Context: an optimization exercise on an open-source flow, tuned for small area and a short achievable clock period. The choices shown serve that exercise and are no tape-out recipe. Where RTL was checked, it was by simulation tests only, not by an equivalence proof against the original. Power figures rest on the tool's default switching activity, not on a simulated workload.

Setup of job 701:
Design st_source, start of the top module:
module st_source (
   input  logic                          clk,
   input  logic                          reset,
   input  logic                          psel,
   input  logic                          penable,
   input  logic                          pwrite,
   input  st_source_pkg::apb_addr_t      paddr,
   input  logic [31:0]                   pwdata,
   output logic [31:0]                   prdata,
   output logic                          pready,
   output logic                          pslverr,
   output logic                          src_valid,
   output st_source_pkg::st_data_t       src_data,
   output st_source_pkg::st_channel_t    src_channel,
   output logic                          src_sop,
   output logic                          src_eop,
   input  logic                          src_ready
);
Size in the first run: ~2800 cells after synthesis, ~1200 flip-flops, roughly 120 I/O pins, roughly 45000 sq um of cells after synthesis.
Settings: LEC_CHECK=0, CAP_MARGIN=20, CORE_MARGIN=2, CORE_UTILIZATION=60, CTS_BUF_LIST=sky130_fd_sc_hd__clkbuf_16, CTS_CLUSTER_DIAMETER=80, CTS_CLUSTER_SIZE=24, SETUP_SLACK_MARGIN=2.85, SLEW_MARGIN=20; clock period 5.0 ns.
run.sh (not shown) runs the stock make flow with config.mk's settings and CLKGATE_MAP_FILE= SYNTH_SCRIPT=/design/flow/synth_recipe.tcl, a recipe that flattens the netlist after the stock synthesis.
Job 701 completed; timing, DRC and antenna clean
Input-level comparison between job 5961 and job 701:
Settings: swapping 60 for 50 in CORE_UTILIZATION; swapping 2.85 for 2.9 in SETUP_SLACK_MARGIN.
## What came out
- Job 701 → job 5961: switching power as a share of total power now larger; number of fill cells in the layout now larger.
- Job 5961: biggest fanout along the worst timing path 1 above job 701
- On fraction of area in non-clock buffers, job 5961 and job 701 are basically level.
- Die area: lower on job 701
- Delta (job 5961 minus job 701): part of the total power dissipated in sequential elements down 1.1 points, via count roughly the same, multi-input gate share of the layout cell area neither gained nor lost much, total power consumption of the routed design rose by 0.00031 W.
diff inputs: job 5961 => job 2881
Settings: changing CORE_UTILIZATION from 50 to 60; changing SETUP_SLACK_MARGIN from 2.9 to 2.7; changing CTS_CLUSTER_SIZE from 24 to 28.
Notes after the runs:
- Worst hold slack, job 5961 and job 2881, lower one = job 5961.
- Maximum frequency, job 5961 and job 2881: higher on job 5961
- Looking at power share of the combinational group, job 2881 sits 0.2 points lower than job 5961 does.
- Re post-route fraction of the period consumed by the critical path: job 5961 and job 2881 aren't equal, and the higher value belongs to job 2881.
- Job 2881 — total number of placement rows about 9% lower, job 5961 as reference
- In job 2881, the relative slew slack came out 0.44 points below the value in job 5961.
The following lists how job 5411 was set up differently from job 2881:
Settings: CORE_UTILIZATION: 60 -> 40; CTS_CLUSTER_SIZE: 28 -> 24.
[summary]
- Number of buffer and inverter stages on the critical path was higher in the run labelled job 2881.
- Job 2881 ended up with pslverr as its endpoint of the most critical setup path; job 5411 ended up with prdata[16].
- Looking at aggregate global-route resource usage, job 5411 sits 11 points lower than job 2881 does.
- The setup slack of job 5411 is smaller than that of job 2881.
- Final critical-path required period ended up 0.073 ns higher on job 5411 than on job 2881.
- Job 2881 has higher achievable frequency than job 5411.
- The power after layout of job 5411 exceeds that of job 2881 by about 3%.
- Relative to job 2881, portion of the clock cycle consumed by the worst path in the final layout increased by 1.5 points in job 5411.
- Summary of the comparison: routed wire length is higher in job 5411, relative to job 2881.
- Core util | job 5411 vs job 2881 | job 5411 lower
- The number of resized instances in the post-cts repair step in job 5411 is 1.3 times that in job 2881.
- In the reports for job 5411 and job 2881, the smaller final-stage net count belongs to job 2881.

========
run A:
Starting RTL as in the previous note.
## st_source
module st_source (
   input  logic                          clk,
   input  logic                          reset,
   input  logic                          psel,
   input  logic                          penable,
   input  logic                          pwrite,
   input  st_source_pkg::apb_addr_t      paddr,
   input  logic [31:0]                   pwdata,
   output logic [31:0]                   prdata,
   output logic                          pready,
   output logic                          pslverr,
   output logic                          src_valid,
   output st_source_pkg::st_data_t       src_data,
   output st_source_pkg::st_channel_t    src_channel,
   output logic                          src_sop,
   output logic                          src_eop,
   input  logic                          src_ready
);
Settings: LEC_CHECK=0, CAP_MARGIN=20, CORE_MARGIN=2, CORE_UTILIZATION=50, CTS_BUF_LIST=sky130_fd_sc_hd__clkbuf_16, CTS_CLUSTER_DIAMETER=80, CTS_CLUSTER_SIZE=24, SETUP_SLACK_MARGIN=2.7, SLEW_MARGIN=20; clock period 5.0 ns.
Run A finished all stages; the layout is clean.
For run B, these inputs were changed with respect to run A:
- SETUP_SLACK_MARGIN now 2.9, was 2.7
- CTS_CLUSTER_SIZE now 28, was 24
## What came out
Relative to run A, shortest clock period the worst path allows after layout has gone down in run B. Changes observed in run B relative to run A: detailed-routing iteration count for the pre-antenna-repair pass decreased 2, design area climbed about 1.3%.
The inputs of run C differ from those of run B as listed below.
- changing SETUP_SLACK_MARGIN from 2.9 to 2.7
- changing CORE_UTILIZATION from 50 to 60
- changing CTS_CLUSTER_SIZE from 28 to 24
Results
- Run C has completed all stages; timing, DRC and antenna checks passed.
- The lower proportion of power drawn by combinational gates came out of run C.
- Looking only at register fraction of the total cell area, and setting everything else aside, the higher value of run C and run B goes to run C.
- Total power, run C and run B: smaller value in run C
- Per the comparison of run C with run B, hold slack level; final area now sits lower; pre-CTS setup slack went down.
- Count of cell types in the netlist: run C vs run B identical
- On run C: global-route wire length before repair is 5600 µm lower than what run B gave.
- Diff run B -> run C | post-route core utilization | increase of 10 points
- On routed wire length per instance, the lower figure sits with run B, not run C.
- Number of maximum-capacitance constraint violations: run C vs run B — no meaningful difference

========
== the previous run ==
st_source, a different RTL version from the one above (not shown whole).
Size in the first run: roughly 1200 flip-flops, about 120 I/O pins, ~0.045 mm² of cells after synthesis.
==> flow/config.mk <==
export PLATFORM = sky130hd
export DESIGN_NAME = st_source
export DESIGN_NICKNAME = st_source
export VERILOG_FILES = /design/flow/design.v
export SDC_FILE = /design/flow/constraint.sdc
export NUM_CORES = 4
export LEC_CHECK = 0
export CAP_MARGIN = 20
export CORE_MARGIN = 2
export CORE_UTILIZATION = 40
export CTS_BUF_LIST = sky130_fd_sc_hd__clkbuf_16
export CTS_CLUSTER_DIAMETER = 80
export CTS_CLUSTER_SIZE = 24
export SETUP_SLACK_MARGIN = 2.8
export SLEW_MARGIN = 20
==> flow/constraint.sdc <==
create_clock -name core_clock -period 5.0 [get_ports {clk}]
set_input_delay 1.0000 -clock core_clock [delete_from_list [all_inputs] [get_ports {clk}]]
set_output_delay 1.0000 -clock core_clock [all_outputs]
set_load 0.01 [all_outputs]
Input-level comparison between the current run and the previous run:
--- a/flow/config.mk
+++ b/flow/config.mk
@@ -14 +14 @@
-export SETUP_SLACK_MARGIN = 2.8
+export SETUP_SLACK_MARGIN = 2.6
==> summary.txt <==
Relative to the previous run, leakage component of the power decreased by about 2% in the current run. Cell with the largest stage delay on the worst path: sky130_fd_sc_hd__dfstp_2 -> the previous run, sky130_fd_sc_hd__dfrtp_2 -> the current run. Count of buffer and inverter cells on the critical path on the current run is up relative to the previous run. Delta(final RePlAce weighted congestion, the current run - the previous run) < 0. Cmp the current run vs the previous run: worst hold slack across all endpoints lower in the current run. Between the previous run and the current run, portion of total power attributed to sequential cells decreased. Non-clock buffer count for the current run is lower than for the previous run. Switching power up 0.99% in the current run wrt the previous run. The current run ended with more number of diodes than the previous run. Against the previous run, the current run comes in 1.1 points higher on sequential share of layout area. Total power of the final layout of the previous run is on par with the current run.
No run of this note included a check of the RTL's function; only the layout flow was run.

========
== the baseline ==
Another version of the RTL of st_source (not shown whole).
For scale: ~2700 cells after synthesis, ~1200 flip-flops, ~120 I/O pins.
==> flow/design.v (excerpt) <==
module st_source (
   input  logic                          clk,
   input  logic                          reset,
   input  logic                          psel,
   input  logic                          penable,
   input  logic                          pwrite,
   input  st_source_pkg::apb_addr_t      paddr,
   input  logic [31:0]                   pwdata,
   output logic [31:0]                   prdata,
   output logic                          pready,
   output logic                          pslverr,
   output logic                          src_valid,
   output st_source_pkg::st_data_t       src_data,
   output st_source_pkg::st_channel_t    src_channel,
   output logic                          src_sop,
   output logic                          src_eop,
   input  logic                          src_ready
);
   localparam int dw = st_source_pkg::data_w;
   localparam int cw = st_source_pkg::channel_w;
   localparam int iw = st_source_pkg::idle_w;
   localparam int lw = st_source_pkg::lat_w;
   localparam int bw = dw + cw + 2;
   localparam int tw = iw + bw;
   logic          setup;
   logic          a_ctrl, a_data, a_status, a_resp;
   logic          sel_ctrl, sel_data, sel_resp, sel_status;
   assign setup    = psel && !penable;
   assign a_ctrl   =  pwrite && (paddr == st_source_pkg::reg_ctrl);
   assign a_data   =  pwrite && (paddr == st_source_pkg::reg_data);
   assign a_status = !pwrite && (paddr == st_source_pkg::reg_status);
   assign a_resp   = !pwrite && (paddr == st_source_pkg::reg_resp);
   always_ff @(posedge clk) begin
      sel_ctrl   <= setup && a_ctrl;
      sel_data   <= setup && a_data;
      sel_resp   <= setup && a_resp;
      sel_status <= setup && a_status;
   end
   assign pready = 1'b1;
   logic          ctrl_sop, ctrl_eop;
   st_source_pkg::st_channel_t   ctrl_channel;
   st_source_pkg::idle_t         ctrl_idles;
   always_ff @(posedge clk or posedge reset) begin
      if (reset) begin
         ctrl_sop     <= 1'b0;
         ctrl_eop     <= 1'b0;
  ...
export LEC_CHECK = 0
export CAP_MARGIN = 20
export CORE_MARGIN = 2
export CORE_UTILIZATION = 55
export CTS_BUF_LIST = sky130_fd_sc_hd__clkbuf_16
export CTS_CLUSTER_DIAMETER = 80
export CTS_CLUSTER_SIZE = 24
export SETUP_SLACK_MARGIN = 2.6
export SLEW_MARGIN = 20
create_clock -name core_clock -period 5.0 [get_ports {clk}]
Both conditions hold for the baseline: the flow ran to the end and the final layout passed the timing, DRC and antenna checks.
Changes in the candidate relative to the baseline:
Settings: CORE_UTILIZATION changed from 55 to 40.
### Flow results
Looking at the reports, the candidate completed the entire flow and the layout it produced met the timing, DRC and antenna checks. In terms of sequential cell count, the candidate and the baseline differ only marginally. Clock share of power in the candidate is 0.6 points higher than in the baseline. First-iteration DRC count delta (the candidate − the baseline): favourable.

========
JK:
st_source, a different RTL version from the one above (not shown whole).
For scale: about 2900 cells after synthesis, roughly 120 I/O pins, roughly 45000 um2 of cells after synthesis.
make LEC_CHECK=0 CAP_MARGIN=20 CORE_MARGIN=2 CORE_UTILIZATION=40 CTS_BUF_LIST=sky130_fd_sc_hd__clkbuf_16 CTS_CLUSTER_DIAMETER=80 CTS_CLUSTER_SIZE=24 SETUP_SLACK_MARGIN=2.6 SLEW_MARGIN=20 finish   # period 5.0 ns
The inputs of MS differ from those of JK as listed below.
- clearing CTS_CLUSTER_DIAMETER, which used to be 80
- clearing CTS_CLUSTER_SIZE, which used to be 24
- clearing CTS_BUF_LIST, which used to be sky130_fd_sc_hd__clkbuf_16
==> summary.txt <==
- MS ran to completion and came out clean on the timing, DRC and antenna checks.
- Looking at synthesis-to-finish area growth, MS sits 2.8 points above JK.
- Summary of the comparison: global-route wire length before repair is higher in MS, relative to JK.
- Compared to JK, MS has multi-input gate share of total cell area 0.79 points lower.
- JK → MS: static power due to leakage increased by about 2.7% relative to the old numbers, clock tree buffer count of the final layout increased by 97 relative to the old numbers.
No run of this note included a check of the RTL's function; only the layout flow was run.

========
== run Z ==
Another version of the RTL of st_source (not shown whole).
Size: ~120 I/O pins.
// st_source
module st_source (
   input  logic                          clk,
   input  logic                          reset,
   input  logic                          psel,
   input  logic                          penable,
   input  logic                          pwrite,
   input  st_source_pkg::apb_addr_t      paddr,
   input  logic [31:0]                   pwdata,
   output logic [31:0]                   prdata,
   output logic                          pready,
   output logic                          pslverr,
   output logic                          src_valid,
   output st_source_pkg::st_data_t       src_data,
   output st_source_pkg::st_channel_t    src_channel,
   output logic                          src_sop,
   output logic                          src_eop,
   input  logic                          src_ready
);
Settings: LEC_CHECK=0, CAP_MARGIN=20, CORE_MARGIN=2, CORE_UTILIZATION=40, SLEW_MARGIN=20; clock period 5.0 ns.
Edits applied to the flow inputs when going from run Z to run P:
Settings: putting SETUP_SLACK_MARGIN at 2.5 where nothing was set.
==> summary.txt <==
- Run P completed every stage of the flow, and the final layout passed the timing, DRC and antenna checks.
- | worst reg-to-reg path cell count | run P vs run Z | 3 higher |
- Run Z consumes less power than run P.
- Per the comparison of run P with run Z, setup slack after layout went up by 0.76 ns, global-route wire length before repair went up by about 4.7%, transition time of the tightest slew-check pin went down by 0.049 ns.
- Cmp run P vs run Z: relative area change from synthesis to final layout higher in run P
- Re final number of max-transition violations: no difference whatsoever between run P and run Z.
- Going from run Z to run P, diode insertion count for antenna repair went down; worst hold path depth was more or less identical.
No run of this note included a check of the RTL's function; only the layout flow was run.

re-timing with driven ports:
In the flow no input, the clock included, has a driving cell. The finished layouts below were timed again as built, in two steps. Step 1 sets driving cells, clkbuf_16 on the clock port and buf_2 on the other inputs (assumed; they add their load-dependent delay and slew). Step 2 moves the port delays by t, midway between the first and last clock arrival at a register: inputs arrive t later, outputs are due t later. That takes back most of the time a late clock gives input paths. Three values: ideal, step 1, step 2; two values: the first two.
run	t, ns	slack for setup (ns)	worst hold slack (ns)	pins driven straight from the clock port
job 701	0.730	2.635 / 2.567 / 2.152	0.453 / 0.453 / 0.453	1
job 5961	0.730	2.672 / 2.602 / 2.251	0.452 / 0.452 / 0.452	1
job 2881	0.716	2.611 / 2.540 / 1.998	0.457 / 0.457 / 0.457	1
job 5411	0.757	2.538 / 2.470 / 1.938	0.396 / 0.396 / 0.396	1
run A	0.726	2.609 / 2.544 / 2.032	0.454 / 0.454 / 0.454	1
run B	0.722	2.672 / 2.604 / 2.239	0.455 / 0.455 / 0.455	1
run C	0.732	2.599 / 2.527 / 2.026	0.455 / 0.455 / 0.455	1
the previous run	0.761	2.486 / 2.420 / 2.036	0.451 / 0.451 / 0.451	1
the current run	0.759	2.449 / 2.379 / 2.074	0.421 / 0.421 / 0.421	1
the baseline	0.732	2.542 / 2.474 / 1.953	0.452 / 0.452 / 0.452	1
the candidate	0.757	2.539 / 2.475 / 1.936	0.451 / 0.451 / 0.451	1
JK	0.740	2.285 / 2.285 / 1.982	0.449 / 0.449 / 0.449	1
MS	0.771	2.277 / 2.277 / 1.842	0.429 / 0.429 / 0.429	1
run Z	0.736	1.417 / 1.351 / 1.085	0.469 / 0.469 / 0.469	1
run P	0.744	2.177 / 2.107 / 1.931	0.459 / 0.459 / 0.459	1
After both steps setup and hold are still met in every run listed. The setup slack of job 2881, which loses most, moves by -0.071 ns with the drivers and by -0.613 ns with both steps.
